This design comes from an exercise in tuning for small area, a short achievable clock period and few clock cycles per item on the open sky130 flow, not from production work. Where RTL was checked, it was by simulation tests only, not by an equivalence proof against the original. For runs 2 and 3, only the layout was checked, not whether the RTL still works.

`flow/design.v`:
```
`default_nettype none
package dtfs_pkg;
    localparam int WINDOW = 10;
    localparam int RAW_W    = 16;
    localparam int SAMPLE_W = 15;
    localparam int THRESH_W = 12;
    localparam int LEVEL_W  = 3;
    localparam int HOLD_W   = 4;
    localparam int DIFF_W   = 16;    
    localparam int DSUM_W   = 20;    
    localparam logic [LEVEL_W-1:0] LVL_OFF   = 3'd0;
    localparam logic [LEVEL_W-1:0] LVL_ONE   = 3'd1;
    localparam logic [LEVEL_W-1:0] LVL_TWO   = 3'd2;
    localparam logic [LEVEL_W-1:0] LVL_THREE = 3'd3;
    localparam logic [LEVEL_W-1:0] LVL_FULL  = 3'd4;
    localparam logic [1:0] CAP_NONE = 2'b00;
    localparam logic [1:0] CAP_LOW  = 2'b01;
    localparam logic [1:0] CAP_HIGH = 2'b10;
    localparam logic [1:0] CAP_BOTH = 2'b11;
    localparam logic [THRESH_W-1:0] LEVEL1_RST = 12'd16;
    localparam logic [THRESH_W-1:0] LEVEL2_RST = 12'd32;
    localparam logic [THRESH_W-1:0] LEVEL3_RST = 12'd48;
    localparam logic [THRESH_W-1:0] LEVEL4_RST = 12'd64;
    function automatic logic [4:0] oh_mod5(input logic [3:0] n);
        oh_mod5[0] = (n == 4'd0) | (n == 4'd5) | (n == 4'd10) | (n == 4'd15);
        oh_mod5[1] = (n == 4'd1) | (n == 4'd6) | (n == 4'd11);
        oh_mod5[2] = (n == 4'd2) | (n == 4'd7) | (n == 4'd12);
        oh_mod5[3] = (n == 4'd3) | (n == 4'd8) | (n == 4'd13);
        oh_mod5[4] = (n == 4'd4) | (n == 4'd9) | (n == 4'd14);
    endfunction
    function automatic logic [4:0] oh_add5(input logic [4:0] r, input logic [4:0] m);
        logic [4:0] v;
        for (int k = 0; k < 5; k++)
        begin
            v[k] = 1'b0;
            for (int i = 0; i < 5; i++)
                v[k] = v[k] | (r[i] & m[(k + 5 - i) % 5]);
        end
        oh_add5 = v;
    endfunction
    function automatic logic [4:0] oh_neg5(input logic [4:0] m);
        oh_neg5 = {m[1], m[2], m[3], m[4], m[0]};
    endfunction
    function automatic logic [2:0] oh_enc5(input logic [4:0] m);
        oh_enc5 = {m[4], m[3] | m[2], m[3] | m[1]};
    endfunction
    function automatic logic [4:0] oh_dec5(input logic [2:0] b);
        oh_dec5 = {b == 3'd4, b == 3'd3, b == 3'd2, b == 3'd1, b == 3'd0};
    endfunction
    function automatic logic [4:0] oh_step(input logic [4:0] r, input logic z);
        logic [4:0] d;
        d = {r[2], r[4], r[1], r[3], r[0]};
        oh_step = z ? {d[3:0], d[4]} : d;
    endfunction
    function automatic logic q_step(input logic [4:0] r, input logic z);
        q_step = r[3] | r[4] | (r[2] & z);
    endfunction
    function automatic logic [3:0] div5_digit(input logic [4:0] r, input logic [3:0] n);
        logic [4:0] r2;
        logic [4:0] r1;
        logic [4:0] r0;
        r2 = oh_step(r, n[3]);
        r1 = oh_step(r2, n[2]);
        r0 = oh_step(r1, n[1]);
        div5_digit = {q_step(r, n[3]), q_step(r2, n[2]), q_step(r1, n[1]), q_step(r0, n[0])};
    endfunction
    function automatic logic [3:0] crt10(input logic p, input logic [4:0] m);
        crt10 = ({4{m[0]}} & (p ? 4'd5 : 4'd0)) | ({4{m[1]}} & (p ? 4'd1 : 4'd6)) |
                ({4{m[2]}} & (p ? 4'd7 : 4'd2)) | ({4{m[3]}} & (p ? 4'd3 : 4'd8)) |
                ({4{m[4]}} & (p ? 4'd9 : 4'd4));
    endfunction
    function automatic logic [4:0] inc_mask(input logic neg, input logic y0, input logic [3:0] rb);
        inc_mask[0] = (!neg && y0 && (rb >= 4'd9)) ||
                      (neg && !y0 && (rb <= 4'd0)) ||
                      (neg && y0 && (rb <= 4'd1));
        inc_mask[1] = (!neg && !y0 && (rb >= 4'd8)) ||
                      (!neg && y0 && (rb >= 4'd7)) ||
                      (neg && !y0 && (rb <= 4'd2)) ||
                      (neg && y0 && (rb <= 4'd3));
        inc_mask[2] = (!neg && !y0 && (rb >= 4'd6)) ||
                      (!neg && y0 && (rb >= 4'd5)) ||
                      (neg && !y0 && (rb <= 4'd4)) ||
                      (neg && y0 && (rb <= 4'd5));
        inc_mask[3] = (!neg && !y0 && (rb >= 4'd4)) ||
                      (!neg && y0 && (rb >= 4'd3)) ||
                      (neg && !y0 && (rb <= 4'd6)) ||
                      (neg && y0 && (rb <= 4'd7));
        inc_mask[4] = (!neg && !y0 && (rb >= 4'd2)) ||
                      (!neg && y0 && (rb >= 4'd1)) ||
                      (neg && !y0 && (rb <= 4'd8)) ||
                      (neg && y0);
    endfunction
    function automatic logic [DSUM_W-1:0] csa_sum(input logic [DSUM_W-1:0] x, input logic [DSUM_W-1:0] y,
                                                  input logic [DSUM_W-1:0] z);
        csa_sum = x ^ y ^ z;
    endfunction
    function automatic logic [DSUM_W-1:0] csa_carry(input logic [DSUM_W-1:0] x, input logic [DSUM_W-1:0] y,
                                                    input logic [DSUM_W-1:0] z);
        csa_carry = (x & y) | (x & z) | (y & z);
    endfunction
endpackage
`default_nettype wire
`default_nettype none
import dtfs_pkg::*;
module dtfs_datapath
(
    input  wire logic                   clk,
    input  wire logic                   rst_n,
    input  wire logic                   wr_en,     
    input  wire logic                   shift,     
    input  wire logic [RAW_W-1:0]       sample_a,
    input  wire logic [RAW_W-1:0]       sample_b,
    output logic                        w_neg,
    output logic [DSUM_W-2:0]           w_y,
    output logic [3:0]                  w_rb
);
    localparam int ENT_W = DIFF_W + 4;      
    logic [ENT_W-1:0]         new_reg;
    logic [ENT_W-1:0]         in_ent;
    logic [WINDOW:1][ENT_W-1:0] ent_reg;
    logic [3:0]               fill_reg;
    logic                     full_reg;
    logic [DIFF_W-1:0]        new_nd;
    logic                     new_pb;
    logic [4:0]               new_mb;
    logic [ENT_W-1:0]         old_ent;
    logic [DIFF_W-1:0]        old_nd;
    logic                     old_pb;
    logic [4:0]               old_mb;
    logic [DSUM_W-1:0]        dsum_reg;
    logic [DSUM_W-1:0]        dsum_next;
    logic                     pb_reg;
    logic [2:0]               mb_reg;
    dtfs_conv u_conv (
        .sample_a (sample_a),
        .sample_b (sample_b),
        .ent      (in_ent)
    );
    always_ff @(posedge clk)
    begin
        if (wr_en)
            new_reg <= in_ent;
    end
    always_ff @(posedge clk)
    begin
        if (shift)
            ent_reg <= {ent_reg[WINDOW-1:1], new_reg};
    end
    always_ff @(posedge clk or negedge rst_n)
    begin
        if (!rst_n)
        begin
            fill_reg <= '0;
            full_reg <= 1'b0;
        end
        else if (shift && !full_reg)
        begin
            fill_reg <= fill_reg + 4'd1;
            full_reg <= (fill_reg == 4'(WINDOW - 1));
        end
    end
    assign new_nd  = new_reg[ENT_W-1:4];
    assign new_pb  = new_reg[3];
    assign new_mb  = dtfs_pkg::oh_dec5(new_reg[2:0]);
    assign old_ent = full_reg ? ent_reg[WINDOW] : '0;
    assign old_nd  = old_ent[ENT_W-1:4];
    assign old_pb  = old_ent[3];
    assign old_mb  = dtfs_pkg::oh_dec5(old_ent[2:0]);
    dtfs_dsum_next u_dsum_next (
        .s  (dsum_reg),
        .n  (new_nd),
        .o  (old_nd),
        .r  (dsum_next)
    );
    always_ff @(posedge clk or negedge rst_n)
    begin
        if (!rst_n)
        begin
            dsum_reg <= '0;
            pb_reg   <= 1'b0;
            mb_reg   <= '0;
        end
        else if (shift)
        begin
            dsum_reg <= dsum_next;
            pb_reg   <= pb_reg ^ new_pb ^ old_pb;
            mb_reg   <= dtfs_pkg::oh_enc5(dtfs_pkg::oh_add5(dtfs_pkg::oh_add5(dtfs_pkg::oh_dec5(mb_reg), new_mb),
                                                            dtfs_pkg::oh_neg5(old_mb)));
        end
    end
    assign w_neg = dsum_reg[DSUM_W-1];
    assign w_y   = dsum_reg[DSUM_W-2:0] ^ {(DSUM_W-1){w_neg}};
    assign w_rb  = dtfs_pkg::crt10(pb_reg, dtfs_pkg::oh_dec5(mb_reg));
endmodule
import dtfs_pkg::*;
module dtfs_conv
(
    input  wire logic [RAW_W-1:0]       sample_a,
    input  wire logic [RAW_W-1:0]       sample_b,
    output logic [DIFF_W+3:0]           ent
);
    logic [SAMPLE_W-1:0] ca;
    logic [SAMPLE_W-1:0] cb;
    logic [4:0]          mb;
    assign ca = sample_a[RAW_W-1] ? '0 : sample_a[SAMPLE_W-1:0];
    assign cb = sample_b[RAW_W-1] ? '0 : sample_b[SAMPLE_W-1:0];
    assign mb = dtfs_pkg::oh_add5(dtfs_pkg::oh_add5(dtfs_pkg::oh_mod5({1'b0, cb[14:12]}), dtfs_pkg::oh_mod5(cb[11:8])),
                                  dtfs_pkg::oh_add5(dtfs_pkg::oh_mod5(cb[7:4]), dtfs_pkg::oh_mod5(cb[3:0])));
    assign ent = {DIFF_W'(cb) - DIFF_W'(ca), cb[0], dtfs_pkg::oh_enc5(mb)};
endmodule
import dtfs_pkg::*;
module dtfs_dsum_next
(
    input  wire logic [DSUM_W-1:0]   s,
    input  wire logic [DIFF_W-1:0]   n,
    input  wire logic [DIFF_W-1:0]   o,
    output logic [DSUM_W-1:0]        r
);
    logic [DSUM_W-1:0] x2;
    logic [DSUM_W-1:0] x3;
    logic [DSUM_W-1:0] s1;
    logic [DSUM_W-1:0] c1;
    assign x2 = ~{{(DSUM_W-DIFF_W){n[DIFF_W-1]}}, n};
    assign x3 = {{(DSUM_W-DIFF_W){o[DIFF_W-1]}}, o};
    assign s1 = dtfs_pkg::csa_sum(s, x2, x3);
    assign c1 = {dtfs_pkg::csa_carry(s, x2, x3), 1'b1};
    assign r  = s1 + c1;
endmodule
`default_nettype wire
`default_nettype none
import dtfs_pkg::*;
module differential_temp_fan_stepper_core
(
    input  wire logic        clk,
    input  wire logic        rst_n,
    input  wire logic        sensor_valid,
    output logic             sensor_ready,
    input  wire logic [15:0] sensor_sample_a,
    input  wire logic [15:0] sensor_sample_b,
    output logic             status_valid,
    input  wire logic        status_ready,
    output logic [2:0]       status_fan_level,
    output logic             status_level_changed,
    output logic             status_compared,
    output logic [14:0]      status_average_difference,
    output logic             status_relay_low_cap,
    output logic             status_relay_high_cap,
    output logic             status_main_relay,
    input  wire logic        cfg_valid,
    output logic             cfg_ready,
    input  wire logic [3:0]  cfg_index,
    input  wire logic [15:0] cfg_data
);
    logic [THRESH_W-1:0] thr_reg [4];
    logic                in_fire;
    logic                adv;           
    logic                shift;         
    logic                take_e;        
    logic                save;          
    logic                rdy_reg;
    logic                sh_pend_reg;   
    logic                pend_reg;      
    logic                skid_v_reg;
    logic [DSUM_W+3:0]   skid_reg;      
    logic                sh_pend_next;
    logic                pend_next;
    logic                skid_v_next;
    logic                w_neg;
    logic [DSUM_W-2:0]   w_y;
    logic [3:0]          w_rb;
    logic                e_v_reg;
    logic [DSUM_W+3:0]   e_reg;
    logic                e_neg;
    logic [3:0]          e_rb;
    logic [DSUM_W-2:0]   y;
    logic [SAMPLE_W-1:0] quot;
    logic                inc;
    logic                q_v_reg;
    logic [SAMPLE_W-1:0] q_reg;
    logic                q_inc_reg;
    logic [SAMPLE_W-1:0] diff;
    logic [3:0]          gt;
    logic [LEVEL_W-1:0]  new_level;
    logic [1:0]          cap_next;
    logic [HOLD_W-1:0]   hold_step;
    logic                cmp;
    logic                chg;
    logic [HOLD_W-1:0]   hold_reg;
    logic [LEVEL_W-1:0]  level_reg;
    logic [1:0]          cap_reg;
    logic                main_reg;
    logic                out_valid_reg;
    logic                out_chg_reg;
    logic                out_cmp_reg;
    logic [SAMPLE_W-1:0] out_diff_reg;
    assign sensor_ready = rdy_reg;
    assign in_fire      = sensor_valid && rdy_reg;
    assign adv          = !out_valid_reg || status_ready;
    assign cfg_ready = 1'b1;
    always_ff @(posedge clk or negedge rst_n)
    begin
        if (!rst_n)
        begin
            thr_reg[0] <= LEVEL1_RST;
            thr_reg[1] <= LEVEL2_RST;
            thr_reg[2] <= LEVEL3_RST;
            thr_reg[3] <= LEVEL4_RST;
        end
        else if (cfg_valid && (cfg_index[3:2] == 2'b00))
            thr_reg[cfg_index[1:0]] <= cfg_data[THRESH_W-1:0];
    end
    assign take_e = adv && !skid_v_reg && pend_reg;
    assign shift  = sh_pend_reg && (!pend_reg || adv || !skid_v_reg);
    assign save   = pend_reg && shift && !take_e;
    assign sh_pend_next = in_fire || (sh_pend_reg && !shift);
    assign pend_next    = shift || (pend_reg && !take_e);
    assign skid_v_next  = save || (skid_v_reg && !adv);
    dtfs_datapath u_datapath (
        .clk      (clk),
        .rst_n    (rst_n),
        .wr_en    (in_fire),
        .shift    (shift),
        .sample_a (sensor_sample_a),
        .sample_b (sensor_sample_b),
        .w_neg    (w_neg),
        .w_y      (w_y),
        .w_rb     (w_rb)
    );
    always_ff @(posedge clk or negedge rst_n)
    begin
        if (!rst_n)
        begin
            rdy_reg     <= 1'b1;
            sh_pend_reg <= 1'b0;
            pend_reg    <= 1'b0;
            skid_v_reg  <= 1'b0;
            e_v_reg     <= 1'b0;
        end
        else
        begin
            rdy_reg     <= !sh_pend_next || !pend_next || !skid_v_next;
            sh_pend_reg <= sh_pend_next;
            pend_reg    <= pend_next;
            skid_v_reg  <= skid_v_next;
            if (adv)
                e_v_reg <= skid_v_reg || pend_reg;
        end
    end
    always_ff @(posedge clk)
    begin
        if (!skid_v_reg || adv)
            skid_reg <= {w_neg, w_y, w_rb};
        if (adv)
            e_reg <= skid_v_reg ? skid_reg : {w_neg, w_y, w_rb};
    end
    assign e_neg = e_reg[DSUM_W+3];
    assign y     = e_reg[DSUM_W+2:4];
    assign e_rb  = e_reg[3:0];
    dtfs_div10 u_div10 (
        .neg  (e_neg),
        .y    (y),
        .rb   (e_rb),
        .quot (quot),
        .inc  (inc)
    );
    always_ff @(posedge clk or negedge rst_n)
    begin
        if (!rst_n)
            q_v_reg <= 1'b0;
        else if (adv)
            q_v_reg <= e_v_reg;
    end
    always_ff @(posedge clk)
    begin
        if (adv)
        begin
            q_reg     <= quot;
            q_inc_reg <= inc;
        end
    end
    assign diff = q_reg + SAMPLE_W'(q_inc_reg);
    logic [16:0] gt_sum [4];
    always_comb
    begin
        for (int i = 0; i < 4; i++)
        begin
            gt_sum[i] = {2'b00, q_reg} + {1'b0, ~{4'b0000, thr_reg[i]}} + 17'(q_inc_reg);
            gt[i]     = gt_sum[i][16];
        end
    end
    always_comb
    begin
        if (gt[3])
            new_level = LVL_FULL;
        else if (gt[2])
            new_level = LVL_THREE;
        else if (gt[1])
            new_level = LVL_TWO;
        else if (gt[0])
            new_level = LVL_ONE;
        else
            new_level = LVL_OFF;
    end
    always_comb
    begin
        case (new_level)
            LVL_ONE:   cap_next = CAP_LOW;
            LVL_TWO:   cap_next = CAP_HIGH;
            LVL_THREE: cap_next = CAP_BOTH;
            LVL_FULL:  cap_next = CAP_NONE;
            default:   cap_next = cap_reg;
        endcase
    end
    assign hold_step = ((hold_reg == '0) || (hold_reg == HOLD_W'(WINDOW))) ? '0
                                                                         : (hold_reg + HOLD_W'(1));
    assign cmp = (hold_step == '0);
    assign chg = cmp && (new_level != level_reg);
    always_ff @(posedge clk or negedge rst_n)
    begin
        if (!rst_n)
        begin
            out_valid_reg <= 1'b0;
            hold_reg      <= HOLD_W'(1);
            level_reg     <= LVL_OFF;
            cap_reg       <= CAP_NONE;
            main_reg      <= 1'b0;
        end
        else if (adv)
        begin
            out_valid_reg <= q_v_reg;
            if (q_v_reg)
            begin
                hold_reg <= chg ? HOLD_W'(1) : hold_step;
                if (chg)
                begin
                    level_reg <= new_level;
                    cap_reg   <= cap_next;
                    main_reg  <= (new_level != LVL_OFF);
                end
            end
        end
    end
    always_ff @(posedge clk)
    begin
        if (adv)
        begin
            out_chg_reg  <= chg;
            out_cmp_reg  <= cmp;
            out_diff_reg <= cmp ? diff : '0;
        end
    end
    assign status_valid              = out_valid_reg;
    assign status_fan_level          = level_reg;
    assign status_level_changed      = out_chg_reg;
    assign status_compared           = out_cmp_reg;
    assign status_average_difference = out_diff_reg;
    assign status_relay_low_cap      = cap_reg[0];
    assign status_relay_high_cap     = cap_reg[1];
    assign status_main_relay         = main_reg;
endmodule
import dtfs_pkg::*;
module dtfs_div10
(
    input  wire logic                neg,
    input  wire logic [DSUM_W-2:0]   y,
    input  wire logic [3:0]          rb,
    output logic [SAMPLE_W-1:0]      quot,
    output logic                     inc
);
    logic [4:0]  m3;        
    logic [4:0]  m2;
    logic [4:0]  m1;
    logic [4:0]  m0;
    logic [4:0]  r3;        
    logic [4:0]  r2;
    logic [4:0]  r1;
    logic [4:0]  r0;
    logic [4:0]  rf;        
    logic [3:0]  q3;
    assign m3 = dtfs_pkg::oh_mod5(y[16:13]);
    assign m2 = dtfs_pkg::oh_mod5(y[12:9]);
    assign m1 = dtfs_pkg::oh_mod5(y[8:5]);
    assign m0 = dtfs_pkg::oh_mod5(y[4:1]);
    assign r3 = dtfs_pkg::oh_mod5({2'b00, y[18:17]});
    assign r2 = dtfs_pkg::oh_add5(r3, m3);
    assign r1 = dtfs_pkg::oh_add5(r3, dtfs_pkg::oh_add5(m3, m2));
    assign r0 = dtfs_pkg::oh_add5(r2, dtfs_pkg::oh_add5(m2, m1));
    assign rf = dtfs_pkg::oh_add5(r1, dtfs_pkg::oh_add5(m1, m0));
    assign q3 = dtfs_pkg::div5_digit(r3, y[16:13]);
    assign quot = {q3[2:0],
                   dtfs_pkg::div5_digit(r2, y[12:9]),
                   dtfs_pkg::div5_digit(r1, y[8:5]),
                   dtfs_pkg::div5_digit(r0, y[4:1])};
    assign inc = |(rf & dtfs_pkg::inc_mask(neg, y[0], rb));
endmodule
`default_nettype wire
```
`flow/run.sh`:
```
#!/bin/bash
# synth_recipe.tcl (not shown) runs the flow's synth.tcl, then flattens the netlist and writes it again
# the make line also repeats each setting of config.mk as NAME=value (left out here)
make -C /OpenROAD-flow-scripts/flow DESIGN_CONFIG=/design/flow/config.mk WORK_HOME=/design/flow/orfs CLKGATE_MAP_FILE= SYNTH_SCRIPT=/design/flow/synth_recipe.tcl finish
```
`flow/config.mk`:
```
export PLATFORM = sky130hd
export DESIGN_NAME = differential_temp_fan_stepper_core
export DESIGN_NICKNAME = differential_temp_fan_stepper_core
export VERILOG_FILES = /design/flow/design.v
export SDC_FILE = /design/flow/constraint.sdc
export NUM_CORES = 4
export LEC_CHECK = 0
export ABC_AREA = 1
export CAP_MARGIN = 20
export CORE_MARGIN = 2
export CORE_UTILIZATION = 40
export CTS_CLUSTER_DIAMETER = 120
export CTS_CLUSTER_SIZE = 22
export SETUP_SLACK_MARGIN = 4.5
export SLEW_MARGIN = 20
```
`flow/constraint.sdc`:
```
create_clock -name core_clock -period 8.0 [get_ports {clk}]
set_input_delay 1.6000 -clock core_clock [delete_from_list [all_inputs] [get_ports {clk}]]
set_output_delay 1.6000 -clock core_clock [all_outputs]
set_load 0.01 [all_outputs]
```
==> flow_metrics.tcl, run 1 <==
set metrics [dict create \
    clk_latency_ns 0.55 \
    met2_length_um 21100 \
    core_um2 51400 \
    path_class "in -> reg" \
    drv_slew 0 \
    critical_path.top_delay_family "compound AO/OA/AOI/OAI gates" \
    multi_input_area_um2 8300 \
    async_flop_share 0.238 \
    grt_pass1_vias 14652 \
    track_usage 0.160 \
    fin_worst_skew_ns 0.0143 \
    cts_tree "yes" \
    routedLengthMet1_um 19500 \
    cp_common_cell "nand2_1" \
    crit_chain "clkdlybuf4s50_1 -> inv_1 -> a21oi_1 -> o221ai_1 -> a22oi_1 -> nand2_1 -> or2_1 -> nand2_1 -> nand3_1 -> nor2_1 -> nand2_1" \
    required_ns 8.30 \
    crit_fanout 5 \
    cts_root_buf "clkbuf_16" \
    cts_sinks 395 \
    ant_nets 0 \
    largest_reg_flops 200 \
    tns_ns 0 \
    ys_types 62 \
    htreeDepth 1 \
    detailed_place_hpwl_um 31100 \
    wl_per_cell_um 14.3 \
    area_growth_pct 11.1 \
    synth-warning-count 7 \
    hp-class "reg -> reg" \
    slowest_stage "clkdlybuf4s50_1" \
    top_layer "met4" \
    syn_inst 2232 \
    cp_num_buf_inv 2 \
    via_per_inst 5.02 \
    seq_area_um2 11400 \
    clock_path_buffers 3 \
    grt_max_degree 126 \
    finalInstanceArea_um2 23100 \
    fp-row-count 83 \
    setup_viol 0 \
    wl_met3_um 1550 \
    post-route-min-period_ns 3.45 \
    die_h_um 232 \
    io_buffers 77 \
    initialDrtViolationCount 1121 \
    numCtsBuffers 21 \
    drc_errors 0 \
    pre_cts_ws_ns 2.98 \
    antenna_found_initial 0 \
    crit_path_end_kind "flop" \
    synth_edf_count 301 \
    status "timing/DRC/antenna clean" \
    drive_gt1_frac 0.0700 \
    path_clk_slew_ns 0.09 \
    initial_utilization 0.405 \
    drv_cap 0 \
    critPathLaunchType "input pin" \
    crit_path_start "sensor_sample_b[6]" \
    max_freq_mhz 290 \
    rsz0062_at_grt "true" \
    worstHoldStart "u_datapath.ent_reg[129]$_DFFE_PP_" \
    fillers 4934 \
    die-area_um2 53900 \
    ios 83 \
    ys_seq_elements 395 \
    crit_path_max_incr_delay_ns 0.48 \
    nets 2481 \
    final_hold_viol_count 0 \
    setup_ws_ns 4.55 \
    diodes 0 \
    synth_flop_cell "edfxtp_1" \
    dr.pass1.iters 5 \
    fin_crit_sh 0.432 \
    rr_startpoint "u_datapath.full_reg$_DFFE_PN0P_" \
    vias 15114 \
    synth.net_count 2398 \
    dpl_cell_area_um2 22400 \
    worst_pin_slew_ns 1.07 \
    max_slew_margin 0.286 \
    gp_routability_congestion 0.880 \
    grt_overflow_total 0 \
    cp.arrival_ns 3.76 \
    dieWidth_um 232 \
    avgSynthCellArea_um2 9.33 \
    drt_wl_total_um 43100 \
    grt_pass1_wl_um 71200 \
    syn_area_um2 20800 \
    ys_seq_area_frac 0.548 \
]
==> per-stage QoR <==
step,instances,hold slack [ns],util
3_5_place_dp,2962,0.405,0.435
4_1_cts,3004,0.410,0.448
5_1_grt,3010,0.418,0.450
2_1_floorplan,2232,0.400,-
3_3_place_gp,2962,0.401,0.435
6_report,3010,0.409,0.450
==> final timing paths <==
check	end	slack, ns	cells past startpoint
worst min register to register	u_datapath.ent_reg[149]$_DFFE_PP_	0.41	0
max in group asynchronous	u_datapath.full_reg$_DFFE_PN0P_	5.68	2
worst max register to register	u_datapath.dsum_reg[16]$_DFFE_PN0P_	4.82	12
worst min-delay path	u_datapath.ent_reg[149]$_DFFE_PP_	0.41	0
min in group asynchronous	u_datapath.dsum_reg[4]$_DFFE_PN0P_	0.96	1
worst max-delay path	u_datapath.new_reg[1]$_DFFE_PP_	4.55	11
==> routing by layer <==
| metal | vias to the layer above | track usage |
|---|---|---|
| li1 | 7589 | - |
| met1 | 7154 | 0.208 |
| met2 | 305 | 0.285 |
| met3 | 66 | 0.0165 |
| met4 | 0 | 0.0395 |
| met5 | - | 0 |
==> cells in the final DEF, fill, tap and decap left out, drive strengths merged, types with 3 or more instances in the layout <==
cell	instances
a21boi	3
clkbuf	38
a31oi	7
or2	4
xor2	37
nand3	104
o21bai	6
edfxtp	301
xnor2	15
nand3b	8
a22oi	12
a221oi	3
fa	21
nor4	3
inv	286
dfstp	7
buf	16
nor2	185
o2111ai	4
o22ai	7
nand4	24
clkdlybuf4s50	72
o211ai	7
dfrtp	87
o221ai	10
o21a	5
nor3	19
a21oi	94
ha	88
nand2	689
nor3b	4
a211oi	5
o21ai	142
==> cells in the mapped netlist, types with 5 or more instances <==
cell type / count / area [µm²]
buf_4: 5 / 37.5
nor3_1: 18 / 90.1
xnor2_1: 15 / 131
o21ai_2: 6 / 52.6
clkbuf_1: 22 / 82.6
o21ai_0: 128 / 641
nand3_1: 98 / 490
inv_2: 19 / 71.3
nand4_1: 22 / 138
ha_1: 88 / 1100
a21oi_1: 92 / 460
nand3b_1: 7 / 52.6
fa_1: 21 / 420
nor2_1: 157 / 589
xor2_1: 37 / 324
o21bai_1: 6 / 45.0
nand3_2: 5 / 50.1
a31oi_1: 7 / 43.8
dfstp_2: 7 / 184
o21a_1: 5 / 37.5
a22oi_1: 12 / 90.1
edfxtp_1: 301 / 9040
dfrtp_1: 87 / 2180
nor2_2: 24 / 150
o21ai_1: 8 / 40.0
o22ai_1: 7 / 43.8
o221ai_1: 10 / 87.6
o211ai_1: 6 / 45.0
nand2_2: 15 / 93.8
nand2_1: 673 / 2530
inv_1: 265 / 995
==> final cells by class <==
cell class              count  area share
clock buffers              37      0.0253
repair buffers             92      0.0386
well taps                 680      0.0368
flip-flops and latches    395       0.493
multi-input cells        1519       0.359
clock inverters             1    0.000379
inverters                 286      0.0473
==> cell families (layout without fill, tap and decap cells) <==
family | count (synthesis) | in the layout | share of synthesized area
buffers and inverters | 318 | 416 | 0.0588
adder cells (fa/ha/maj) | 109 | 109 | 0.0731
flip-flops | 395 | 395 | 0.548
AO/OA/AOI/OAI | 315 | 315 | 0.0877
XOR/XNOR | 52 | 52 | 0.0219
other | 1 | 1 | 0.000180
AND/OR/NAND/NOR | 1042 | 1042 | 0.211
==> what timing repair did <==
item,4_1_cts,5_1_grt
resized for setup,23,20
hold endpoints to repair,0,0
buffers inserted,4,6
hold buffers,0,0
endpoints found under the setup margin,117,107
pin swaps,3,9
Testbench counts, summed over its fixed seeds: cycles 16,040, items 16,000.
==> run 2, diff against run 1 <==
--- a/flow/design.v
+++ b/flow/design.v
@@ -269,7 +269,9 @@
     logic [DSUM_W-2:0]   w_y;
     logic [3:0]          w_rb;
     logic                e_v_reg;
-    logic [DSUM_W+3:0]   e_reg;
+    logic [DSUM_W+3:0]   e_in;          
+    logic [11:0]         e_rem;         
+    logic [DSUM_W+15:0]  e_reg;
     logic                e_neg;
     logic [3:0]          e_rb;
     logic [DSUM_W-2:0]   y;
@@ -351,15 +353,21 @@
         if (!skid_v_reg || adv)
             skid_reg <= {w_neg, w_y, w_rb};
         if (adv)
-            e_reg <= skid_v_reg ? skid_reg : {w_neg, w_y, w_rb};
+            e_reg <= {e_in, e_rem};
     end
-    assign e_neg = e_reg[DSUM_W+3];
-    assign y     = e_reg[DSUM_W+2:4];
-    assign e_rb  = e_reg[3:0];
+    assign e_in = skid_v_reg ? skid_reg : {w_neg, w_y, w_rb};
+    dtfs_div10_rem u_div10_rem (
+        .y   (e_in[DSUM_W+2:4]),
+        .rem (e_rem)
+    );
+    assign e_neg = e_reg[DSUM_W+15];
+    assign y     = e_reg[DSUM_W+14:16];
+    assign e_rb  = e_reg[15:12];
     dtfs_div10 u_div10 (
         .neg  (e_neg),
         .y    (y),
         .rb   (e_rb),
+        .rem  (e_reg[11:0]),
         .quot (quot),
         .inc  (inc)
     );
@@ -458,39 +466,45 @@
     assign status_relay_high_cap     = cap_reg[1];
     assign status_main_relay         = main_reg;
 endmodule
-import dtfs_pkg::*;
-module dtfs_div10
+module dtfs_div10_rem
 (
-    input  wire logic                neg,
     input  wire logic [DSUM_W-2:0]   y,
-    input  wire logic [3:0]          rb,
-    output logic [SAMPLE_W-1:0]      quot,
-    output logic                     inc
+    output logic [11:0]              rem       
 );
     logic [4:0]  m3;        
     logic [4:0]  m2;
     logic [4:0]  m1;
     logic [4:0]  m0;
-    logic [4:0]  r3;        
+    logic [4:0]  r3;
     logic [4:0]  r2;
-    logic [4:0]  r1;
-    logic [4:0]  r0;
-    logic [4:0]  rf;        
-    logic [3:0]  q3;
     assign m3 = dtfs_pkg::oh_mod5(y[16:13]);
     assign m2 = dtfs_pkg::oh_mod5(y[12:9]);
     assign m1 = dtfs_pkg::oh_mod5(y[8:5]);
     assign m0 = dtfs_pkg::oh_mod5(y[4:1]);
     assign r3 = dtfs_pkg::oh_mod5({2'b00, y[18:17]});
     assign r2 = dtfs_pkg::oh_add5(r3, m3);
-    assign r1 = dtfs_pkg::oh_add5(r3, dtfs_pkg::oh_add5(m3, m2));
-    assign r0 = dtfs_pkg::oh_add5(r2, dtfs_pkg::oh_add5(m2, m1));
-    assign rf = dtfs_pkg::oh_add5(r1, dtfs_pkg::oh_add5(m1, m0));
-    assign q3 = dtfs_pkg::div5_digit(r3, y[16:13]);
+    assign rem = {dtfs_pkg::oh_enc5(r2),
+                  dtfs_pkg::oh_enc5(dtfs_pkg::oh_add5(r3, dtfs_pkg::oh_add5(m3, m2))),
+                  dtfs_pkg::oh_enc5(dtfs_pkg::oh_add5(r2, dtfs_pkg::oh_add5(m2, m1))),
+                  dtfs_pkg::oh_enc5(dtfs_pkg::oh_add5(dtfs_pkg::oh_add5(r3, dtfs_pkg::oh_add5(m3, m2)),
+                                                      dtfs_pkg::oh_add5(m1, m0)))};
+endmodule
+import dtfs_pkg::*;
+module dtfs_div10
+(
+    input  wire logic                neg,
+    input  wire logic [DSUM_W-2:0]   y,
+    input  wire logic [3:0]          rb,
+    input  wire logic [11:0]         rem,
+    output logic [SAMPLE_W-1:0]      quot,
+    output logic                     inc
+);
+    logic [3:0]  q3;
+    assign q3   = dtfs_pkg::div5_digit(dtfs_pkg::oh_mod5({2'b00, y[18:17]}), y[16:13]);
     assign quot = {q3[2:0],
-                   dtfs_pkg::div5_digit(r2, y[12:9]),
-                   dtfs_pkg::div5_digit(r1, y[8:5]),
-                   dtfs_pkg::div5_digit(r0, y[4:1])};
-    assign inc = |(rf & dtfs_pkg::inc_mask(neg, y[0], rb));
+                   dtfs_pkg::div5_digit(dtfs_pkg::oh_dec5(rem[11:9]), y[12:9]),
+                   dtfs_pkg::div5_digit(dtfs_pkg::oh_dec5(rem[8:6]), y[8:5]),
+                   dtfs_pkg::div5_digit(dtfs_pkg::oh_dec5(rem[5:3]), y[4:1])};
+    assign inc  = |(dtfs_pkg::oh_dec5(rem[2:0]) & dtfs_pkg::inc_mask(neg, y[0], rb));
 endmodule
 `default_nettype wire
--- a/flow/config.mk
+++ b/flow/config.mk
@@ -5,11 +5,9 @@
 export SDC_FILE = /design/flow/constraint.sdc
 export NUM_CORES = 4
 export LEC_CHECK = 0
-export ABC_AREA = 1
 export CAP_MARGIN = 20
 export CORE_MARGIN = 2
 export CORE_UTILIZATION = 40
-export CTS_CLUSTER_DIAMETER = 120
-export CTS_CLUSTER_SIZE = 22
-export SETUP_SLACK_MARGIN = 4.5
+export SETUP_SLACK_MARGIN = 4
 export SLEW_MARGIN = 20
+export SYNTH_HIERARCHICAL = 1
==> flow_metrics.tcl, run 2 <==
set metrics [dict create \
    fillers 5315 \
    clk_latency_ns 0.59 \
    ios 83 \
    synth_flop_cell "edfxtp_1" \
    grt_pass1_wl_um 86200 \
    drive_gt1_frac 0.159 \
    synth_mux_area_frac 0.0414 \
    htreeDepth 2 \
    synth_top_family_by_area "compound AO/OA/AOI/OAI gates" \
    grt_overflow_total 0 \
    final_hold_viol_count 0 \
    antenna_found_initial 0 \
    yosys.area_share.adder 0.0603 \
    core_um2 59000 \
    gp_routability_congestion 0.857 \
    rsz0062_at_grt "true" \
    path_clk_slew_ns 0.06 \
    grt_max_degree 171 \
    synth-compound-area-share 0.163 \
    ys_top_cells_by_count "edfxtp_1, nand2_1, inv_1, nor2_1, o21ai_0" \
    fp-row-count 89 \
    setup_ws_ns 3.98 \
    syn_area_um2 23900 \
    path_class "reg -> reg" \
    worst_pin_slew_ns 1.05 \
    drt_wl_total_um 54200 \
    tns_ns 0 \
    area_growth_pct 16.8 \
    cp.arrival_ns 4.34 \
    dr.pass1.iters 5 \
    io_buffers 77 \
    ant_nets 0 \
    max_slew_margin 0.302 \
    crit_fanout 12 \
    initialDrtViolationCount 1373 \
    ys_seq_area_frac 0.492 \
    cts_root_buf "clkbuf_16" \
    nets 2444 \
    status "timing/DRC/antenna clean" \
    drc_errors 0 \
    dp.cells 2957 \
    cts_sinks 407 \
    fin_crit_sh 0.503 \
    die_h_um 248 \
    async_flop_share 0.231 \
    synth_top_area_share 0.393 \
    crit_path_end_kind "flop" \
    hold_slack_ns 0.409 \
    synth_xor_area_frac 0.0376 \
    vias 17366 \
    grt_pass1_vias 16634 \
    initial_utilization 0.405 \
    synth_edf_count 313 \
    yosys.area.top_type "edfxtp_1" \
    track_usage 0.167 \
    die-area_um2 61700 \
    via_per_inst 5.61 \
    seq_area_um2 11800 \
    largest_reg_flops 200 \
    avgSynthCellArea_um2 10.8 \
    synth_most_common_cell "edfxtp_1" \
    drv_cap 0 \
    pre_cts_ws_ns 2.72 \
    final_common_cell "edfxtp_1" \
    ys_seq_elements 407 \
    multi_input_area_um2 11600 \
    ys_types 123 \
    drv_slew 0 \
    synth.net_count 2367 \
    wl_per_cell_um 17.5 \
    detailed_place_hpwl_um 35700 \
    syn_inst 2211 \
    fin_worst_skew_ns 0.0262 \
    synth-warning-count 14 \
    clock_path_buffers 3 \
    cts_tree "yes" \
    dieWidth_um 248 \
    final_cell_mix "edfxtp_1, nand2_1, inv_1" \
    setup_viol 0 \
    diodes 0 \
    hp-class "reg -> reg" \
    finalNonFillerCells 3097 \
    required_ns 8.32 \
    numCtsBuffers 45 \
    critPathLaunchType "flop" \
    synth_area_leaders "edfxtp_1, dfrtp_1, ha_1" \
    max_freq_mhz 249 \
    synth-simple-area-share 0.154 \
    post-route-min-period_ns 4.02 \
]
[run 2: cell families after synthesis]
logic type | count (synthesis)
buffers and inverters | 289
adders and majority gates | 104
AOI/OAI and AO/OA | 538
muxes | 86
DFF | 407
xor gates and xnor gates | 100
and+or+nand+nor | 686
other | 1
[run 2: final cells by class]
class	count	share of cell area
clock buffer	64	0.0478
clock inverter	19	0.00574
inverter	174	0.0240
multi-input combinational	1520	0.414
sequential	407	0.422
tap	773	0.0347
timing repair buffer	140	0.0519
[run 2: path summary, 6_finish.rpt]
kind | cells after the start | slack [ns] | to | start
min in group asynchronous | 1 | 1.03 | main_reg$_DFFE_PN0P_ | rst_n
worst min-delay path | 0 | 0.41 | u_datapath.ent_reg[32]$_DFFE_PP_ | u_datapath.ent_reg[12]$_DFFE_PP_
worst min register to register | 0 | 0.41 | u_datapath.ent_reg[32]$_DFFE_PP_ | u_datapath.ent_reg[12]$_DFFE_PP_
worst max register to register | 13 | 3.98 | e_reg[0]$_DFFE_PN_ | u_datapath.dsum_reg[19]$_DFFE_PN0P_
worst max-delay path | 13 | 3.98 | e_reg[0]$_DFFE_PN_ | u_datapath.dsum_reg[19]$_DFFE_PN0P_
max in group asynchronous | 2 | 5.82 | u_datapath.dsum_reg[19]$_DFFE_PN0P_ | rst_n
[run 2: stage by stage]
stage               cell area, µm²   util
global placement             25200  0.427
detailed placement           25200  0.428
CTS                          27200  0.461
global route                 27900  0.473
finish                       27900  0.473
floorplan                    24000      -
[run 2: layer usage]
layer  share of wire  GRT usage  vias to the layer above
met5               0          0                        -
met4           0.029     0.0530                        0
met1            0.44      0.223                     8439
met3           0.049     0.0293                      111
met2            0.48      0.278                      447
li1                -          -                     8369
[run 2: critical path, cell delays in order, from the launching register on]
cell      delay [ns]
dfrtp_2         0.46
buf_12          0.17
buf_12          0.13
xor2_2          0.20
mux2_4          0.38
nor2b_2         0.25
nand2_1         0.12
o21ai_0         0.19
a211oi_1        0.34
o21ai_2         0.13
mux2_2          0.30
a22o_1          0.19
or4_1           0.53
or3_4           0.34
[run 2: Yosys stat by module (local to each module, per instance)]
module | times used | cells | area (µm²)
dtfs_dsum_next | 1 | 223 | 1600
dtfs_datapath | 1 | 419 | 8630
dtfs_div10 | 1 | 217 | 1340
differential_temp_fan_stepper_core | 1 | 576 | 7280
dtfs_div10_rem | 1 | 441 | 2940
dtfs_conv | 1 | 335 | 2090
[run 2: what timing repair did]
item,CTS,global route
endpoints found under the setup margin,18,15
hold buffers,0,0
buffers inserted,17,31
hold endpoints to repair,0,0
gates resized for setup,61,87
pin swaps,11,28
gates cloned,4,5
==> run 3, diff against run 2 <==
--- a/flow/design.v
+++ b/flow/design.v
@@ -115,8 +115,8 @@
     output logic [3:0]                  w_rb
 );
     localparam int ENT_W = DIFF_W + 4;      
-    logic [ENT_W-1:0]         new_reg;
-    logic [ENT_W-1:0]         in_ent;
+    logic [ENT_W+2:0]         new_reg;       
+    logic [ENT_W+2:0]         in_ent;
     logic [WINDOW:1][ENT_W-1:0] ent_reg;
     logic [3:0]               fill_reg;
     logic                     full_reg;
@@ -144,7 +144,7 @@
     always_ff @(posedge clk)
     begin
         if (shift)
-            ent_reg <= {ent_reg[WINDOW-1:1], new_reg};
+            ent_reg <= {ent_reg[WINDOW-1:1], new_nd, new_pb, dtfs_pkg::oh_enc5(new_mb)};
     end
     always_ff @(posedge clk or negedge rst_n)
     begin
@@ -159,9 +159,9 @@
             full_reg <= (fill_reg == 4'(WINDOW - 1));
         end
     end
-    assign new_nd  = new_reg[ENT_W-1:4];
-    assign new_pb  = new_reg[3];
-    assign new_mb  = dtfs_pkg::oh_dec5(new_reg[2:0]);
+    assign new_nd  = new_reg[ENT_W+2:7];
+    assign new_pb  = new_reg[6];
+    assign new_mb  = dtfs_pkg::oh_add5(dtfs_pkg::oh_dec5(new_reg[5:3]), dtfs_pkg::oh_dec5(new_reg[2:0]));
     assign old_ent = full_reg ? ent_reg[WINDOW] : '0;
     assign old_nd  = old_ent[ENT_W-1:4];
     assign old_pb  = old_ent[3];
@@ -197,16 +197,15 @@
 (
     input  wire logic [RAW_W-1:0]       sample_a,
     input  wire logic [RAW_W-1:0]       sample_b,
-    output logic [DIFF_W+3:0]           ent
+    output logic [DIFF_W+6:0]           ent
 );
     logic [SAMPLE_W-1:0] ca;
     logic [SAMPLE_W-1:0] cb;
-    logic [4:0]          mb;
     assign ca = sample_a[RAW_W-1] ? '0 : sample_a[SAMPLE_W-1:0];
     assign cb = sample_b[RAW_W-1] ? '0 : sample_b[SAMPLE_W-1:0];
-    assign mb = dtfs_pkg::oh_add5(dtfs_pkg::oh_add5(dtfs_pkg::oh_mod5({1'b0, cb[14:12]}), dtfs_pkg::oh_mod5(cb[11:8])),
-                                  dtfs_pkg::oh_add5(dtfs_pkg::oh_mod5(cb[7:4]), dtfs_pkg::oh_mod5(cb[3:0])));
-    assign ent = {DIFF_W'(cb) - DIFF_W'(ca), cb[0], dtfs_pkg::oh_enc5(mb)};
+    assign ent = {DIFF_W'(cb) - DIFF_W'(ca), cb[0],
+                  dtfs_pkg::oh_enc5(dtfs_pkg::oh_add5(dtfs_pkg::oh_mod5({1'b0, cb[14:12]}), dtfs_pkg::oh_mod5(cb[11:8]))),
+                  dtfs_pkg::oh_enc5(dtfs_pkg::oh_add5(dtfs_pkg::oh_mod5(cb[7:4]), dtfs_pkg::oh_mod5(cb[3:0])))};
 endmodule
 import dtfs_pkg::*;
 module dtfs_dsum_next
@@ -257,7 +256,7 @@
     logic                shift;         
     logic                take_e;        
     logic                save;          
-    logic                rdy_reg;
+    logic                nrdy_reg;      
     logic                sh_pend_reg;   
     logic                pend_reg;      
     logic                skid_v_reg;
@@ -295,8 +294,8 @@
     logic                out_chg_reg;
     logic                out_cmp_reg;
     logic [SAMPLE_W-1:0] out_diff_reg;
-    assign sensor_ready = rdy_reg;
-    assign in_fire      = sensor_valid && rdy_reg;
+    assign sensor_ready = !nrdy_reg;
+    assign in_fire      = sensor_valid && !nrdy_reg;
     assign adv          = !out_valid_reg || status_ready;
     assign cfg_ready = 1'b1;
     always_ff @(posedge clk or negedge rst_n)
@@ -312,7 +311,7 @@
             thr_reg[cfg_index[1:0]] <= cfg_data[THRESH_W-1:0];
     end
     assign take_e = adv && !skid_v_reg && pend_reg;
-    assign shift  = sh_pend_reg && (!pend_reg || adv || !skid_v_reg);
+    assign shift  = sh_pend_reg && (!pend_reg || !skid_v_reg);
     assign save   = pend_reg && shift && !take_e;
     assign sh_pend_next = in_fire || (sh_pend_reg && !shift);
     assign pend_next    = shift || (pend_reg && !take_e);
@@ -332,7 +331,7 @@
     begin
         if (!rst_n)
         begin
-            rdy_reg     <= 1'b1;
+            nrdy_reg    <= 1'b0;
             sh_pend_reg <= 1'b0;
             pend_reg    <= 1'b0;
             skid_v_reg  <= 1'b0;
@@ -340,7 +339,7 @@
         end
         else
         begin
-            rdy_reg     <= !sh_pend_next || !pend_next || !skid_v_next;
+            nrdy_reg    <= sh_pend_next && pend_next && skid_v_next;
             sh_pend_reg <= sh_pend_next;
             pend_reg    <= pend_next;
             skid_v_reg  <= skid_v_next;
==> flow_metrics.tcl, run 3 <==
set metrics [dict create \
    initialDrtViolationCount 1380 \
    hp-class "reg -> reg" \
    cts_root_buf "clkbuf_16" \
    ios 83 \
    cp.arrival_ns 4.36 \
    clk_latency_ns 0.59 \
    fin_crit_sh 0.505 \
    setup_viol 0 \
    grt_pass1_vias 16926 \
    io_buffers 77 \
    hold_slack_ns 0.411 \
    core_um2 60400 \
    ys_seq_elements 410 \
    syn_area_um2 24400 \
    avgSynthCellArea_um2 10.8 \
    numCtsBuffers 46 \
    required_ns 8.32 \
    track_usage 0.172 \
    final_cell_mix "edfxtp_1, inv_1, nand2_1" \
    crit_chain "buf_12 -> xor2_1 -> mux2_4 -> and4bb_4 -> buf_6 -> or3_4 -> a211oi_1 -> o21ai_2 -> mux2_2 -> a22o_1 -> or4_4 -> or3_1" \
    reg2reg_slack_ns 3.96 \
    drv_slew 0 \
    clock_path_buffers 3 \
    synth_edf_count 316 \
    drive_gt1_frac 0.156 \
    status "timing/DRC/antenna clean" \
    setup_ws_ns 3.96 \
    synth_most_common_cell "edfxtp_1" \
    cp_num_buf_inv 2 \
    initial_utilization 0.404 \
    fin_worst_skew_ns 0.0168 \
    ys_types 128 \
    synth.net_count 2411 \
    synth_area_leaders "edfxtp_1, dfrtp_1, ha_1" \
    antenna_found_initial 0 \
    slowest_stage "dfrtp_4" \
    ant_nets 0 \
    syn_inst 2255 \
    crit_path_start "u_datapath.dsum_reg[19]$_DFFE_PN0P_" \
    critical_path.top_delay_family "simple AND/OR/NAND/NOR gates" \
    rr_startpoint "u_datapath.dsum_reg[19]$_DFFE_PN0P_" \
    crit_path_end_kind "flop" \
    vias 17893 \
    htreeDepth 2 \
    worst_pin_slew_ns 1.02 \
    drt_wl_total_um 55700 \
    dp.cells 3002 \
    rsz0062_at_grt "true" \
    final_common_cell "edfxtp_1" \
    reg2reg_depth 12 \
    drc_errors 0 \
    grt_pass1_wl_um 89100 \
    synth_flop_cell "edfxtp_1" \
    final_hold_viol_count 0 \
    path_clk_slew_ns 0.06 \
    nets 2487 \
    diodes 0 \
    timing.critical_path.to "e_reg[0]$_DFFE_PN_" \
    r2r-end "e_reg[0]$_DFFE_PN_" \
    ys_top_cells_by_count "edfxtp_1, inv_1, nand2_1, nor2_1, a21oi_1" \
    finalNonFillerCells 3148 \
    cts_tree "yes" \
    tns_ns 0 \
    die_h_um 251 \
    gp_routability_congestion 0.879 \
    drv_cap 0 \
    wl_per_cell_um 17.7 \
    dr.pass1.iters 7 \
    max_freq_mhz 248 \
    dieWidth_um 251 \
    cts_sinks 410 \
    grt_max_degree 85 \
    path_class "reg -> reg" \
    async_flop_share 0.229 \
    ys_seq_area_frac 0.485 \
    crit_fanout 6 \
    fp-row-count 90 \
    max_slew_margin 0.320 \
    via_per_inst 5.68 \
    detailed_place_hpwl_um 37000 \
    cts_hold_buf 0 \
    synth_top_area_share 0.389 \
    post-route-min-period_ns 4.04 \
    critPathLaunchType "flop" \
    grt_overflow_total 0 \
    largest_reg_flops 200 \
    crit_path_max_incr_delay_ns 0.52 \
    yosys.area.top_type "edfxtp_1" \
    synth-warning-count 14 \
    die-area_um2 63000 \
    area_growth_pct 15.3 \
    fin_util 0.466 \
    pre_cts_ws_ns 2.85 \
    cp.depth 12 \
]
run 3: area by class of cell:
cell class,count,area [µm²]
fill,5372,32200
multi-input combinational,1552,11800
clock buffer,57,1240
timing repair buffer,147,1390
tap,782,978
clock inverter,26,195
sequential,410,11900
inverter,174,662
run 3: timing repair:
action	4_1_cts	5_1_grt
setup buffers	21	36
resized for setup	39	64
gates cloned	2	4
pin swaps	9	34
setup endpoints to repair	17	11
hold endpoints to repair	0	0
run 3: routing by layer:
layer / vias to the layer above / track usage / share of wire
met5: - / 0 / 0
met4: 0 / 0.0519 / 0.031
met3: 100 / 0.0256 / 0.052
met2: 530 / 0.283 / 0.47
met1: 8755 / 0.234 / 0.45
li1: 8508 / - / -
run 3: per-stage QoR:
step                cell area [µm²]
detailed placement            25600
global route                  28100
CTS                           27500
finish                        28100
global placement              25600
floorplan                     24400
run 3: Yosys stat by module, one instance, submodules excluded:
module / copies in the design / area (µm²) / cells inside
dtfs_datapath: 1 / 9000 / 468
differential_temp_fan_stepper_core: 1 / 7270 / 573
dtfs_div10_rem: 1 / 2940 / 441
dtfs_conv: 1 / 2220 / 335
dtfs_dsum_next: 1 / 1630 / 221
dtfs_div10: 1 / 1340 / 217
run 3: worst min-delay path by stage:
stage | slack, ns | endpoint | depth (start not counted) | from
after floorplan | 0.40 | u_datapath.ent_reg[100]$_DFFE_PP_ | 0 | u_datapath.ent_reg[80]$_DFFE_PP_
after global placement | 0.40 | u_datapath.ent_reg[26]$_DFFE_PP_ | 0 | u_datapath.ent_reg[6]$_DFFE_PP_
after detailed placement | 0.40 | u_datapath.ent_reg[142]$_DFFE_PP_ | 0 | u_datapath.ent_reg[122]$_DFFE_PP_
after CTS | 0.42 | u_datapath.ent_reg[142]$_DFFE_PP_ | 0 | u_datapath.ent_reg[122]$_DFFE_PP_
after global routing | 0.42 | u_datapath.ent_reg[195]$_DFFE_PP_ | 0 | u_datapath.ent_reg[175]$_DFFE_PP_
final | 0.41 | u_datapath.ent_reg[39]$_DFFE_PP_ | 0 | u_datapath.ent_reg[19]$_DFFE_PP_
run 3: kinds of logic (layout without fill, tap and decap cells):
logic type,count (synthesis),count (layout),synth area share
flip-flops,410,410,0.485
XOR/XNOR,104,105,0.0393
multiplexers,87,92,0.0409
AND/OR/NAND/NOR,691,691,0.154
other,1,1,0.000154
buffers and inverters,299,404,0.0531
adder cells (fa/ha/maj),104,104,0.0590
AO/OA/AOI/OAI,559,559,0.168
==> run 4, diff against run 3 <==
--- a/flow/design.v
+++ b/flow/design.v
@@ -268,9 +268,7 @@
     logic [DSUM_W-2:0]   w_y;
     logic [3:0]          w_rb;
     logic                e_v_reg;
-    logic [DSUM_W+3:0]   e_in;          
-    logic [11:0]         e_rem;         
-    logic [DSUM_W+15:0]  e_reg;
+    logic [DSUM_W+3:0]   e_reg;
     logic                e_neg;
     logic [3:0]          e_rb;
     logic [DSUM_W-2:0]   y;
@@ -352,21 +350,15 @@
         if (!skid_v_reg || adv)
             skid_reg <= {w_neg, w_y, w_rb};
         if (adv)
-            e_reg <= {e_in, e_rem};
+            e_reg <= skid_v_reg ? skid_reg : {w_neg, w_y, w_rb};
     end
-    assign e_in = skid_v_reg ? skid_reg : {w_neg, w_y, w_rb};
-    dtfs_div10_rem u_div10_rem (
-        .y   (e_in[DSUM_W+2:4]),
-        .rem (e_rem)
-    );
-    assign e_neg = e_reg[DSUM_W+15];
-    assign y     = e_reg[DSUM_W+14:16];
-    assign e_rb  = e_reg[15:12];
+    assign e_neg = e_reg[DSUM_W+3];
+    assign y     = e_reg[DSUM_W+2:4];
+    assign e_rb  = e_reg[3:0];
     dtfs_div10 u_div10 (
         .neg  (e_neg),
         .y    (y),
         .rb   (e_rb),
-        .rem  (e_reg[11:0]),
         .quot (quot),
         .inc  (inc)
     );
@@ -465,45 +457,39 @@
     assign status_relay_high_cap     = cap_reg[1];
     assign status_main_relay         = main_reg;
 endmodule
-module dtfs_div10_rem
+import dtfs_pkg::*;
+module dtfs_div10
 (
+    input  wire logic                neg,
     input  wire logic [DSUM_W-2:0]   y,
-    output logic [11:0]              rem       
+    input  wire logic [3:0]          rb,
+    output logic [SAMPLE_W-1:0]      quot,
+    output logic                     inc
 );
     logic [4:0]  m3;        
     logic [4:0]  m2;
     logic [4:0]  m1;
     logic [4:0]  m0;
-    logic [4:0]  r3;
+    logic [4:0]  r3;        
     logic [4:0]  r2;
+    logic [4:0]  r1;
+    logic [4:0]  r0;
+    logic [4:0]  rf;        
+    logic [3:0]  q3;
     assign m3 = dtfs_pkg::oh_mod5(y[16:13]);
     assign m2 = dtfs_pkg::oh_mod5(y[12:9]);
     assign m1 = dtfs_pkg::oh_mod5(y[8:5]);
     assign m0 = dtfs_pkg::oh_mod5(y[4:1]);
     assign r3 = dtfs_pkg::oh_mod5({2'b00, y[18:17]});
     assign r2 = dtfs_pkg::oh_add5(r3, m3);
-    assign rem = {dtfs_pkg::oh_enc5(r2),
-                  dtfs_pkg::oh_enc5(dtfs_pkg::oh_add5(r3, dtfs_pkg::oh_add5(m3, m2))),
-                  dtfs_pkg::oh_enc5(dtfs_pkg::oh_add5(r2, dtfs_pkg::oh_add5(m2, m1))),
-                  dtfs_pkg::oh_enc5(dtfs_pkg::oh_add5(dtfs_pkg::oh_add5(r3, dtfs_pkg::oh_add5(m3, m2)),
-                                                      dtfs_pkg::oh_add5(m1, m0)))};
-endmodule
-import dtfs_pkg::*;
-module dtfs_div10
-(
-    input  wire logic                neg,
-    input  wire logic [DSUM_W-2:0]   y,
-    input  wire logic [3:0]          rb,
-    input  wire logic [11:0]         rem,
-    output logic [SAMPLE_W-1:0]      quot,
-    output logic                     inc
-);
-    logic [3:0]  q3;
-    assign q3   = dtfs_pkg::div5_digit(dtfs_pkg::oh_mod5({2'b00, y[18:17]}), y[16:13]);
+    assign r1 = dtfs_pkg::oh_add5(r3, dtfs_pkg::oh_add5(m3, m2));
+    assign r0 = dtfs_pkg::oh_add5(r2, dtfs_pkg::oh_add5(m2, m1));
+    assign rf = dtfs_pkg::oh_add5(r1, dtfs_pkg::oh_add5(m1, m0));
+    assign q3 = dtfs_pkg::div5_digit(r3, y[16:13]);
     assign quot = {q3[2:0],
-                   dtfs_pkg::div5_digit(dtfs_pkg::oh_dec5(rem[11:9]), y[12:9]),
-                   dtfs_pkg::div5_digit(dtfs_pkg::oh_dec5(rem[8:6]), y[8:5]),
-                   dtfs_pkg::div5_digit(dtfs_pkg::oh_dec5(rem[5:3]), y[4:1])};
-    assign inc  = |(dtfs_pkg::oh_dec5(rem[2:0]) & dtfs_pkg::inc_mask(neg, y[0], rb));
+                   dtfs_pkg::div5_digit(r2, y[12:9]),
+                   dtfs_pkg::div5_digit(r1, y[8:5]),
+                   dtfs_pkg::div5_digit(r0, y[4:1])};
+    assign inc = |(rf & dtfs_pkg::inc_mask(neg, y[0], rb));
 endmodule
 `default_nettype wire
==> flow_metrics.tcl, run 4 <==
set metrics [dict create \
    status "timing/DRC/antenna clean" \
    holdPathStages 0 \
    cts_tree "yes" \
    drive_gt1_frac 0.131 \
    initialDrtViolationCount 1330 \
    wl_met3_um 2510 \
    avgSynthCellArea_um2 10.8 \
    ys_seq_area_frac 0.491 \
    crit_path_end_kind "flop" \
    detailed_place_hpwl_um 34900 \
    dp.cells 2898 \
    async_flop_share 0.236 \
    worstHoldStart "u_datapath.ent_reg[130]$_DFFE_PP_" \
    clk_latency_ns 0.58 \
    critPathLaunchType "flop" \
    rr_startpoint "e_reg[16]$_DFFE_PN_" \
    core_um2 57800 \
    ys_top_cells_by_count "edfxtp_1, inv_1, nor2_1, nand2_1, o21ai_0" \
    fin_util 0.460 \
    synth.net_count 2317 \
    antenna_found_initial 1 \
    ys_types 129 \
    final_hold_viol_count 0 \
    pre_cts_ws_ns 2.72 \
    io_buffers 77 \
    slowest_stage "mux4_2" \
    fin_crit_sh 0.497 \
    dr.pass1.iters 7 \
    ant_nets 0 \
    met2_length_um 24800 \
    numCtsBuffers 44 \
    initial_utilization 0.405 \
    cp_num_buf_inv 1 \
    setup_ws_ns 4.02 \
    drv_slew 0 \
    synth_top_area_share 0.390 \
    reg2reg_depth 11 \
    via_per_inst 5.52 \
    cp.arrival_ns 4.27 \
    synth_edf_count 304 \
    syn_inst 2161 \
    grt_pass1_wl_um 82300 \
    rsz0062_at_grt "true" \
    grt_overflow_total 0 \
    clock_path_buffers 3 \
    cts_sinks 398 \
    fin_worst_skew_ns 0.0287 \
    routedLengthMet1_um 22500 \
    gp_routability_congestion 0.860 \
    synth_area_leaders "edfxtp_1, dfrtp_1, ha_1" \
    wl_per_cell_um 17.0 \
    syn_area_um2 23400 \
    crit_chain "buf_4 -> or4b_2 -> nand3_1 -> o21ai_0 -> o311ai_1 -> or3_1 -> mux4_2 -> mux2i_4 -> nor2_1 -> a221o_1 -> or4_1" \
    drt_wl_total_um 51200 \
    final_common_cell "edfxtp_1" \
    r2r-end "q_reg[4]$_DFFE_PN_" \
    finalNonFillerCells 3007 \
    worst_pin_slew_ns 0.924 \
    ys_seq_elements 398 \
    fp-row-count 88 \
    area_growth_pct 13.6 \
    tns_ns 0 \
    max_freq_mhz 252 \
    drv_cap 0 \
    diodes 0 \
    critical_path.top_delay_family "simple AND/OR/NAND/NOR gates" \
    die-area_um2 60400 \
    nets 2364 \
    final_cell_mix "edfxtp_1, inv_1, nor2_1" \
    track_usage 0.166 \
    top_layer "met5" \
    yosys.area.top_type "edfxtp_1" \
    reg2reg_slack_ns 4.02 \
    hold_path_end "u_datapath.ent_reg[150]$_DFFE_PP_" \
    max_slew_margin 0.384 \
    grt_max_degree 163 \
    synth-warning-count 13 \
    crit_fanout 6 \
    drc_errors 0 \
    dieWidth_um 246 \
    synth_most_common_cell "edfxtp_1" \
    setup_viol 0 \
    grt_pass1_vias 16081 \
    cts_root_buf "clkbuf_16" \
    synth_flop_cell "edfxtp_1" \
    die_h_um 246 \
    post-route-min-period_ns 3.98 \
    path_clk_slew_ns 0.06 \
    vias 16598 \
    path_class "reg -> reg" \
    required_ns 8.30 \
    hp-class "reg -> reg" \
    ios 83 \
    crit_path_max_incr_delay_ns 0.56 \
    htreeDepth 2 \
    largest_reg_flops 200 \
]
run 4: cell types whose count changed in the layout (fill, tap and decap cells not counted), sizes merged, moves of 12 or more:
cell and change:
nor2b -18, edfxtp -12, o22ai +12, nand2 -17
buf -28, a211oi +12, nand2b -12
run 4: worst max-delay path by stage:
stage / from / end / slack [ns] / cells after the start
after global routing: e_reg[13]$_DFFE_PN_ / q_reg[4]$_DFFE_PN_ / 3.89 / 11
after detailed placement: sensor_sample_b[15] / u_datapath.new_reg[21]$_DFFE_PP_ / 2.72 / 12
after CTS: e_reg[15]$_DFFE_PN_ / q_reg[4]$_DFFE_PN_ / 3.91 / 10
after floorplan: skid_v_reg$_DFF_PN0_ / u_datapath.dsum_reg[16]$_DFFE_PN0P_ / 2.92 / 6
final: e_reg[16]$_DFFE_PN_ / q_reg[4]$_DFFE_PN_ / 4.02 / 11
after global placement: sensor_sample_b[15] / u_datapath.new_reg[21]$_DFFE_PP_ / 2.81 / 13
run 4: cell families after synthesis:
logic type               after synthesis  synth area share
AND/OR/NAND/NOR                      627             0.141
AO/OA/AOI/OAI                        525             0.159
flip-flops                           398             0.491
buffers and inverters                303            0.0572
XOR/XNOR                             104            0.0401
multiplexers                         102            0.0513
adder cells (fa/ha/maj)              101            0.0602
other                                  1          0.000160
run 4: through the flow:
step	instance area, µm²	hold WS [ns]
final	26600	0.408
after global routing	26600	0.419
after CTS	26300	0.413
after detailed placement	24700	0.405
after global placement	24700	0.401
after floorplan	23500	0.400
run 4: cell type report:
cell class | instances | area [µm²]
flip-flops and latches | 398 | 11500
inverters | 184 | 697
repair buffers | 120 | 1150
multi-input cells | 1460 | 10800
clock inverters | 25 | 283
fillers | 5311 | 31200
clock buffers | 55 | 1190
well taps | 765 | 957
run 4: per-module statistics from Yosys, one instance, submodules excluded:
module                              flops+latches  times used  cells inside
dtfs_datapath                                 252           1           469
differential_temp_fan_stepper_core            146           1           566
dtfs_div10                                      0           1           574
dtfs_conv                                       0           1           335
dtfs_dsum_next                                  0           1           217
run 4: timing repair:
item | in CTS | in global routing
resized for setup | 11 | 22
buffers inserted | 15 | 12
gates cloned | 0 | 1
pin swaps | 2 | 2
hold endpoints to repair | 0 | 0
hold buffers | 0 | 0
endpoints found under the setup margin | 22 | 9
run 4: layer usage:
| metal | vias to the layer above | track usage |
|---|---|---|
| li1 | 8036 | - |
| met1 | 8053 | 0.213 |
| met2 | 418 | 0.287 |
| met3 | 89 | 0.0284 |
| met4 | 2 | 0.0512 |
| met5 | - | 0 |
run 4: worst register-to-register path: stages, from the launching register on:
cell and delay (ns):
edfxtp_1 0.50, buf_4 0.21, or4b_2 0.20, nand3_1 0.32
o21ai_0 0.24, o311ai_1 0.20, or3_1 0.44, mux4_2 0.56
mux2i_4 0.18, nor2_1 0.07, a221o_1 0.28, or4_1 0.51
Testbench counts of run 4, summed over its fixed seeds: cycles 16,040, items 16,000.

[what the ideal ports hide]
Ports are ideal in the flow. The routed layouts listed here were re-timed in OpenROAD. Step 1 (the two cells are an assumption about what drives the block):
set clk [get_ports {clk}]
set_driving_cell -lib_cell sky130_fd_sc_hd__clkbuf_16 $clk
set_driving_cell -lib_cell sky130_fd_sc_hd__buf_2 [delete_from_list [all_inputs] $clk]
Step 2 times the ports against the registers' clock, not the clock port: input delays grow and output delays shrink by t, the midpoint of the rising clock arrivals with the driver on. Three values: ideal ports, drivers, drivers and shift; two values: the first two.
run | t, ns | setup WS [ns] | clock arrival spread, ns
run 1 | 0.595 | 4.546 / 4.573 / 3.978 | 0.017 / 0.016
run 2 | 0.633 | 3.979 / 3.979 / 3.537 | 0.027 / 0.027
run 3 | 0.635 | 3.961 / 3.961 / 3.595 | 0.020 / 0.021
run 4 | 0.621 | 4.024 / 4.024 / 3.679 | 0.031 / 0.031
After both steps setup and hold are still met in every run listed. The setup slack of run 1, which loses most, moves by +0.027 ns with the drivers and by -0.568 ns with both steps.
